Background: an optimization exercise with open tools, aiming at small area and a short achievable clock period. Do not read the settings as production practice. Function was checked by simulation only, so behaviour that the tests miss may differ from the original. Power and IR drop assume default switching activity.

Setup of v3:
## neuron_pe
module neuron_pe
(
	input  logic     clock,
	input  logic     reset,
	input  logic [2:0]  ctrl,
	input  logic        output_ctrl,
	input  logic [31:0] data_in,
	output logic [31:0] data_out,
	output logic     data_out_valid
);
make LEC_CHECK=0 CAP_MARGIN=20 CORE_MARGIN=2 CORE_UTILIZATION=65 CTS_BUF_LIST=sky130_fd_sc_hd__clkbuf_8 CTS_CLUSTER_DIAMETER=50 CTS_CLUSTER_SIZE=20 PLACE_DENSITY=0.75 SETUP_SLACK_MARGIN=4.5 SLEW_MARGIN=20 TNS_END_PERCENT=1 finish   # period 8.0 ns
run.sh (not shown) runs the stock make flow with config.mk's settings and CLKGATE_MAP_FILE= SYNTH_SCRIPT=/design/flow/synth_recipe.tcl, a recipe that flattens the netlist after the stock synthesis.
### v3 -> v41
Settings: SETUP_SLACK_MARGIN now 4.3, was 4.5; CORE_UTILIZATION now 40, was 65; PLACE_DENSITY no longer set, was 0.75.
==> run notes <==
- v41 | stages: all done | timing, DRC, antenna: all pass
- The combinational power share on v3 is in line with that on v41.
- Note that the count of clock-buffer cells in the layout recorded for v3 amounts to 0.891 times the value seen in v41.
- v3 → v41: total via count after detailed routing now smaller; cell area picked up an extra about 2.4%; fraction of area in multi-input gates fell by 0.72 points; sequential fraction of total cell area saw a decrease.
- Setup slack (lower): v3
- Compared v41 vs v3, and per-cell via count in the routed design is down in v41.
- When v41 is set beside v3, its total power turns out to be about 6% larger.
- As far as I/O pin total goes, v41 and v3 are indistinguishable; the numbers are identical.
What v22 does differently from v41 at the input level:
Settings: SETUP_SLACK_MARGIN now 4.7, was 4.3.
--- outcome ---
Against v41, internal cell power in v22 fell by a few percent. Comparing v22 with v41, the combinational share of power came out essentially unchanged. v22 vs. v41: final-layout clock-cell area share fell by 0.30 points; proportion of cell area occupied by multi-input gates ~0 delta. Part of the total power dissipated in sequential elements: v41 and v22 compared, higher one is v22. Sort v41 and v22 by minimum clock period asc -> top: v22. Comparing v41 and v22, the higher number of buffers inserted to repair setup after CTS was measured on v41. v22 vs. v41: final design area excluding fillers shows no meaningful change; count of routing violations after the opening detailed-route iteration shows a reduction of 2.7%. Part of the total power dissipated in the clock network came out lower on v22 than on v41.

========
Another version of the RTL of neuron_pe (not shown whole).
Size: ~71 I/O pins, ~45000 sq um of cells after synthesis.
## neuron_pe
module neuron_pe
(
	input  logic     clock,
	input  logic     reset,
	input  logic [2:0]  ctrl,
	input  logic        output_ctrl,
	input  logic [31:0] data_in,
	output logic [31:0] data_out,
	output logic     data_out_valid
);
	neuron_pe_pkg::pe_op_t   ctrl_op;
	neuron_pe_pkg::pe_step_t step;
	neuron_pe_pkg::pe_cnt_t  cnt;
	logic [7:0]              wbyte;
	neuron_pe_pkg::pe_word_t replay;
	neuron_pe_pkg::pe_word_t acc;
	neuron_pe_pkg::pe_word_t opnd;
	assign ctrl_op = neuron_pe_pkg::pe_op_t'(ctrl);
	assign data_out_valid = output_ctrl && (ctrl_op == neuron_pe_pkg::op_idle);
	op_sequencer i_op_sequencer (
		.clock (clock),
		.reset (reset),
		.ctrl  (ctrl_op),
		.step  (step),
		.cnt   (cnt)
	);
	weight_store i_weight_store (
		.clock   (clock),
		.reset   (reset),
		.ctrl    (ctrl_op),
		.data_in (data_in),
		.step    (step),
		.cnt     (cnt),
		.wbyte   (wbyte)
	);
	input_buffer i_input_buffer (
		.clock   (clock),
		.reset   (reset),
		.mul_a   (opnd),
		.step    (step),
		.replay  (replay)
	);
	mac_unit i_mac_unit (
		.clock   (clock),
		.reset   (reset),
		.data_in (data_in),
		.wbyte   (wbyte),
		.replay  (replay),
		.step    (step),
		.acc     (acc),
		.opnd    (opnd)
	);
	output_buffer i_output_buffer (
		.clock       (clock),
		.reset       (reset),
		.step        (step),
		.output_ctrl (output_ctrl),
		.acc         (acc),
		.data_out    (data_out)
	);
endmodule
==> flow/config.mk <==
export PLATFORM = sky130hd
export DESIGN_NAME = neuron_pe
export DESIGN_NICKNAME = neuron_pe
export VERILOG_FILES = /design/flow/design.v
export SDC_FILE = /design/flow/constraint.sdc
export NUM_CORES = 4
export LEC_CHECK = 0
export CAP_MARGIN = 20
export CORE_MARGIN = 2
export CORE_UTILIZATION = 40
export CTS_BUF_LIST = sky130_fd_sc_hd__clkbuf_8
export CTS_CLUSTER_DIAMETER = 50
export CTS_CLUSTER_SIZE = 20
export SETUP_SLACK_MARGIN = 4.5
export SLEW_MARGIN = 20
export TNS_END_PERCENT = 1
==> flow/constraint.sdc <==
create_clock -name core_clock -period 8.0 [get_ports {clock}]
set_input_delay 1.6000 -clock core_clock [delete_from_list [all_inputs] [get_ports {clock}]]
set_output_delay 1.6000 -clock core_clock [all_outputs]
set_load 0.01 [all_outputs]
standard.sh (not shown) runs the stock make flow with config.mk's settings and CLKGATE_MAP_FILE= SYNTH_SCRIPT=/design/flow/synth_recipe.tcl, a recipe that flattens the netlist after the stock synthesis.
==> flow/flow/run.sh <==
#!/bin/bash
# Layout flow: the standard layout (standard.sh, ORFS), with the pins
# of the combinational input-to-output path placed next to each other
# (flow/io_group.tcl, run just before ORFS places the pins).
set -euo pipefail
here=$(pwd)
bash standard.sh finish PRE_IO_PLACEMENT_TCL="$here/flow/io_group.tcl" > "$here/standard.log" 2>&1
==> flow/flow/io_group.tcl <==
# The only input-to-output path, ctrl and output_ctrl to data_out_valid,
# is purely combinational; keep its five pins next to each other so that
# their port buffers and the gate between them sit together.
set_io_pin_constraint -group -order -pin_names {ctrl[0] ctrl[1] ctrl[2] output_ctrl data_out_valid}
Then changed:
==> flow/flow/run.sh (replaced) <==
#!/bin/bash
# Layout flow: the standard layout (standard.sh, ORFS), with
# - the pins of the combinational input-to-output path placed next to each
#   other (flow/io_group.tcl, run just before ORFS places the pins);
# - plain buffers (buf_2) as the port buffers, which the resizer then sizes,
#   instead of the delay cells buffer_ports picks by default.
set -euo pipefail
here=$(pwd)
cts="-sink_clustering_enable -repair_clock_nets -sink_clustering_size 20 -sink_clustering_max_diameter 50 -buf_list sky130_fd_sc_hd__clkbuf_8 -dont_use_dummy_load"
bash standard.sh finish \
	PRE_IO_PLACEMENT_TCL="$here/flow/io_group.tcl" \
	CTS_ARGS="$cts" \
	BUFFER_PORTS_ARGS="-inputs -outputs -buffer_cell sky130_fd_sc_hd__buf_2" \
	> "$here/standard.log" 2>&1
- CAP_MARGIN: 20 -> 0
- GPL_TIMING_DRIVEN: default -> 0
- SLEW_MARGIN: 20 -> 0
This time the run finished with capacitance limit, slew limit left.
Final area is lower by 0.80%.
Total power is lower by 8.2%.
Critical path depth is lower by 6.
Synthesized cell count stays the same.
Clock skew is higher by 72 ps.
Die area does not change.
Cell count is higher by 1.1%.
Then changed:
==> flow/flow/run.sh (replaced) <==
#!/bin/bash
# Layout flow: the standard layout (standard.sh, ORFS), with the pins
# of the combinational input-to-output path placed next to each other
# (flow/io_group.tcl, run just before ORFS places the pins).
set -euo pipefail
here=$(pwd)
bash standard.sh finish PRE_IO_PLACEMENT_TCL="$here/flow/io_group.tcl" > "$here/standard.log" 2>&1
- CAP_MARGIN: 0 -> 20
- CTS_CLUSTER_DIAMETER: 50 -> 40
- CTS_CLUSTER_SIZE: 20 -> 30
- GPL_TIMING_DRIVEN: 0 -> default
- SLEW_MARGIN: 0 -> 20
What happened: The changed run completed without violations. Global-route usage drops by 1.9 points. Routed wire length drops by about 10%. Die area is unchanged.

========
job 1209:
neuron_pe again, from the RTL that the note above started with.
Design neuron_pe, start of the top module:
module neuron_pe
(
	input  logic     clock,
	input  logic     reset,
	input  logic [2:0]  ctrl,
	input  logic        output_ctrl,
	input  logic [31:0] data_in,
	output logic [31:0] data_out,
	output logic     data_out_valid
);
	neuron_pe_pkg::pe_op_t   ctrl_op;
	neuron_pe_pkg::pe_step_t step;
	neuron_pe_pkg::pe_cnt_t  cnt;
	logic [7:0]              wbyte;
	neuron_pe_pkg::pe_word_t replay;
	neuron_pe_pkg::pe_word_t acc;
	neuron_pe_pkg::pe_word_t opnd;
	assign ctrl_op = neuron_pe_pkg::pe_op_t'(ctrl);
	assign data_out_valid = output_ctrl && (ctrl_op == neuron_pe_pkg::op_idle);
	op_sequencer i_op_sequencer (
		.clock (clock),
		.reset (reset),
		.ctrl  (ctrl_op),
		.step  (step),
		.cnt   (cnt)
	);
	weight_store i_weight_store (
		.clock   (clock),
		.reset   (reset),
		.ctrl    (ctrl_op),
		.data_in (data_in),
		.step    (step),
		.cnt     (cnt),
		.wbyte   (wbyte)
	);
	input_buffer i_input_buffer (
		.clock   (clock),
		.reset   (reset),
		.mul_a   (opnd),
		.step    (step),
		.replay  (replay)
	);
	mac_unit i_mac_unit (
		.clock   (clock),
		.reset   (reset),
		.data_in (data_in),
		.wbyte   (wbyte),
		.replay  (replay),
		.step    (step),
		.acc     (acc),
		.opnd    (opnd)
	);
	output_buffer i_output_buffer (
		.clock       (clock),
		.reset       (reset),
		.step        (step),
		.output_ctrl (output_ctrl),
		.acc         (acc),
		.data_out    (data_out)
	);
endmodule
Settings: LEC_CHECK=0, CAP_MARGIN=0, CORE_MARGIN=2, CORE_UTILIZATION=40, CTS_BUF_LIST=sky130_fd_sc_hd__clkbuf_8, CTS_CLUSTER_DIAMETER=50, CTS_CLUSTER_SIZE=20, SETUP_SLACK_MARGIN=4.35, SLEW_MARGIN=0, TNS_END_PERCENT=1; clock period 8.0 ns.
==> flow/flow/run.sh <==
#!/bin/bash
# Layout flow: the standard layout (standard.sh, ORFS), with
# - the pins of the combinational input-to-output path placed next to each
#   other (flow/io_group.tcl, run just before ORFS places the pins);
# - plain buffers (buf_2) as the port buffers, which the resizer then sizes,
#   instead of the delay cells buffer_ports picks by default.
set -euo pipefail
here=$(pwd)
cts="-sink_clustering_enable -repair_clock_nets -sink_clustering_size 20 -sink_clustering_max_diameter 50 -buf_list sky130_fd_sc_hd__clkbuf_8 -dont_use_dummy_load"
bash standard.sh finish \
	PRE_IO_PLACEMENT_TCL="$here/flow/io_group.tcl" \
	CTS_ARGS="$cts" \
	BUFFER_PORTS_ARGS="-inputs -outputs -buffer_cell sky130_fd_sc_hd__buf_2" \
	> "$here/standard.log" 2>&1
Scripts as last shown in full above: flow/flow/io_group.tcl
Job 1209 reached the final stage; the timing, design-rule and antenna checks on its layout passed.
> inputs changed (job 1209 -> job 8114)
==> flow/run.sh (new file) <==
#!/bin/bash
# synth_recipe.tcl (not shown) runs the flow's synth.tcl, then flattens the netlist and writes it again
# the make line also repeats each setting of config.mk as NAME=value (left out here)
make -C /OpenROAD-flow-scripts/flow DESIGN_CONFIG=/design/flow/config.mk WORK_HOME=/design/flow/orfs CLKGATE_MAP_FILE= SYNTH_SCRIPT=/design/flow/synth_recipe.tcl finish
diff --git a/flow/config.mk b/flow/config.mk
--- a/flow/config.mk
+++ b/flow/config.mk
@@ -8 +8 @@
-export CAP_MARGIN = 0
+export CAP_MARGIN = 20
@@ -14,2 +14,2 @@
-export SETUP_SLACK_MARGIN = 4.35
-export SLEW_MARGIN = 0
+export SETUP_SLACK_MARGIN = 4.5
+export SLEW_MARGIN = 20
removed: flow/flow/run.sh
removed: flow/flow/io_group.tcl
removed: flow/standard.sh
Results
Job 8114 vs job 1209: setup slack of the worst register-to-register path up. Relative to job 1209, the wire length of the first global-routing pass of job 8114 is higher by 4000 um. Job 8114 vs job 1209 on area added between synthesis and finish: job 8114 is the higher one.
The following lists how job 6266 was set up differently from job 8114:
==> flow/flow/run.sh (new file) <==
#!/bin/bash
# Layout flow: the standard layout (standard.sh, ORFS), with
# - the pins of the combinational input-to-output path placed next to each
#   other (flow/io_group.tcl, run just before ORFS places the pins);
# - plain buffers (buf_2) as the port buffers, which the resizer then sizes,
#   instead of the delay cells buffer_ports picks by default.
set -euo pipefail
here=$(pwd)
cts="-sink_clustering_enable -repair_clock_nets -sink_clustering_size 20 -sink_clustering_max_diameter 50 -buf_list sky130_fd_sc_hd__clkbuf_8 -dont_use_dummy_load"
bash standard.sh finish \
	PRE_IO_PLACEMENT_TCL="$here/flow/io_group.tcl" \
	CTS_ARGS="$cts" \
	BUFFER_PORTS_ARGS="-inputs -outputs -buffer_cell sky130_fd_sc_hd__buf_2" \
	> "$here/standard.log" 2>&1
==> flow/flow/io_group.tcl (new file) <==
# The only input-to-output path, ctrl and output_ctrl to data_out_valid,
# is purely combinational; keep its five pins next to each other so that
# their port buffers and the gate between them sit together.
set_io_pin_constraint -group -order -pin_names {ctrl[0] ctrl[1] ctrl[2] output_ctrl data_out_valid}
==> flow/standard.sh (new file) <==
#!/bin/bash
# synth_recipe.tcl (not shown) runs the flow's synth.tcl, then flattens the netlist and writes it again
# the make line also repeats each setting of config.mk as NAME=value (left out here)
make -C /OpenROAD-flow-scripts/flow DESIGN_CONFIG=/design/flow/config.mk WORK_HOME=/design/flow/orfs CLKGATE_MAP_FILE= SYNTH_SCRIPT=/design/flow/synth_recipe.tcl "${@:-finish}"
diff --git a/flow/config.mk b/flow/config.mk
--- a/flow/config.mk
+++ b/flow/config.mk
@@ -8 +8 @@
-export CAP_MARGIN = 20
+export CAP_MARGIN = 0
@@ -13,0 +14 @@
+export PLACE_DENSITY = 0.75
@@ -15 +16 @@
-export SLEW_MARGIN = 20
+export SLEW_MARGIN = 0
removed: flow/run.sh
==> run notes <==
Setup slack: job 6266 < job 8114
Looking at sum of routed wire length over all layers across both flows, job 6266 is the stronger of the two, with job 8114 trailing.
On register-to-register slack, job 8114 beats job 6266.
Looking at global-route track usage on met1, job 6266 sits below job 8114.
Input-level comparison between job 8067 and job 6266:
diff --git a/flow/flow/run.sh b/flow/flow/run.sh
--- a/flow/flow/run.sh
+++ b/flow/flow/run.sh
@@ -5 +5 @@
-# - plain buffers (buf_2) as the port buffers, which the resizer then sizes,
+# - plain buffers (buf_1) as the port buffers, which the resizer then sizes,
@@ -9 +9 @@
-cts="-sink_clustering_enable -repair_clock_nets -sink_clustering_size 20 -sink_clustering_max_diameter 50 -buf_list sky130_fd_sc_hd__clkbuf_8 -dont_use_dummy_load"
+cts="-sink_clustering_enable -repair_clock_nets -buf_list sky130_fd_sc_hd__clkbuf_8 -dont_use_dummy_load"
@@ -13 +13 @@
-	BUFFER_PORTS_ARGS="-inputs -outputs -buffer_cell sky130_fd_sc_hd__buf_2" \
+	BUFFER_PORTS_ARGS="-inputs -outputs -buffer_cell sky130_fd_sc_hd__buf_1" \
diff --git a/flow/config.mk b/flow/config.mk
--- a/flow/config.mk
+++ b/flow/config.mk
@@ -8 +8 @@
-export CAP_MARGIN = 0
+export CAP_MARGIN = 20
@@ -14 +13,0 @@
-export PLACE_DENSITY = 0.75
@@ -16 +15 @@
-export SLEW_MARGIN = 0
+export SLEW_MARGIN = 20
Notes after the runs:
- Ratio of cells with drive above 1 in the final layout in job 8067 is 1.3 points above job 6266.
- Re cell area: job 6266 was lower than job 8067.
- Between job 6266 and job 8067, the global-route usage is higher for job 8067.
- The switching power share of the total reported for job 8067 is greater than that of job 6266 by 0.17 points.
- From job 6266 to job 8067 the numbers moved as follows: clock power increased about 45%; sequential cell area share saw a decrease; minimum clock period fell by 0.030 ns; post-route worst setup slack went up by 0.030 ns; clock-pin slew on the worst setup and hold paths went down by 0.05 ns.
- Compared with job 6266, job 8067 shows a higher worst hold slack.

==> separate check: timing with driven ports <==
No port has a modelled driver above. Below, the same layouts with a new extraction and two added sets of constraints.
Step 1 (the two cells are an assumption about what drives the block):
set clk [get_ports {clock}]
set_driving_cell -lib_cell sky130_fd_sc_hd__clkbuf_16 $clk
set_driving_cell -lib_cell sky130_fd_sc_hd__buf_2 [delete_from_list [all_inputs] $clk]
Step 2 moves the port delays by t, midway between the first and last clock arrival at a register: inputs arrive t later, outputs are due t later. That takes back most of the time a late clock gives input paths.
a / b / c = ideal / step 1 / step 2; a / b = the first two.
| run | t (ns) | setup slack, ns | clock arrival spread, ns | slew at the worst register clock pin (ns) | worst slew at a driven data input, ns |
|---|---|---|---|---|---|
| v3 | 0.780 | 4.161 / 4.116 / 3.725 | 0.073 / 0.073 | 0.12 / 0.12 | 0.10 |
| v41 | 0.840 | 4.206 / 4.074 / 3.452 | 0.081 / 0.081 | 0.11 / 0.11 | 0.20 |
| v22 | 0.839 | 4.210 / 4.069 / 3.659 | 0.067 / 0.067 | 0.11 / 0.11 | 0.22 |
| the first run of note 2 | 0.853 | 4.302 / 4.264 / 3.606 | 0.078 / 0.077 | 0.11 / 0.11 | 0.15 |
| the second run of note 2 | 0.833 | 4.242 / 4.203 / 4.015 | 0.154 / 0.154 | 0.12 / 0.12 | 0.15 |
| the third run of note 2 | 0.891 | 4.303 / 4.264 / 3.613 | 0.047 / 0.047 | 0.10 / 0.10 | 0.14 |
| job 1209 | 0.807 | 4.273 / 4.241 / 3.763 | 0.138 / 0.137 | 0.12 / 0.12 | 0.17 |
| job 8114 | 0.846 | 4.295 / 4.255 / 3.583 | 0.071 / 0.071 | 0.12 / 0.12 | 0.10 |
| job 6266 | 0.755 | 4.271 / 4.270 / 3.777 | 0.118 / 0.118 | 0.12 / 0.12 | 0.13 |
| job 8067 | 0.893 | 4.301 / 4.263 / 3.586 | 0.158 / 0.157 | 0.07 / 0.07 | 0.11 |
The setup slack of v41, which loses most, moves by -0.132 ns with the drivers and by -0.754 ns with both steps.
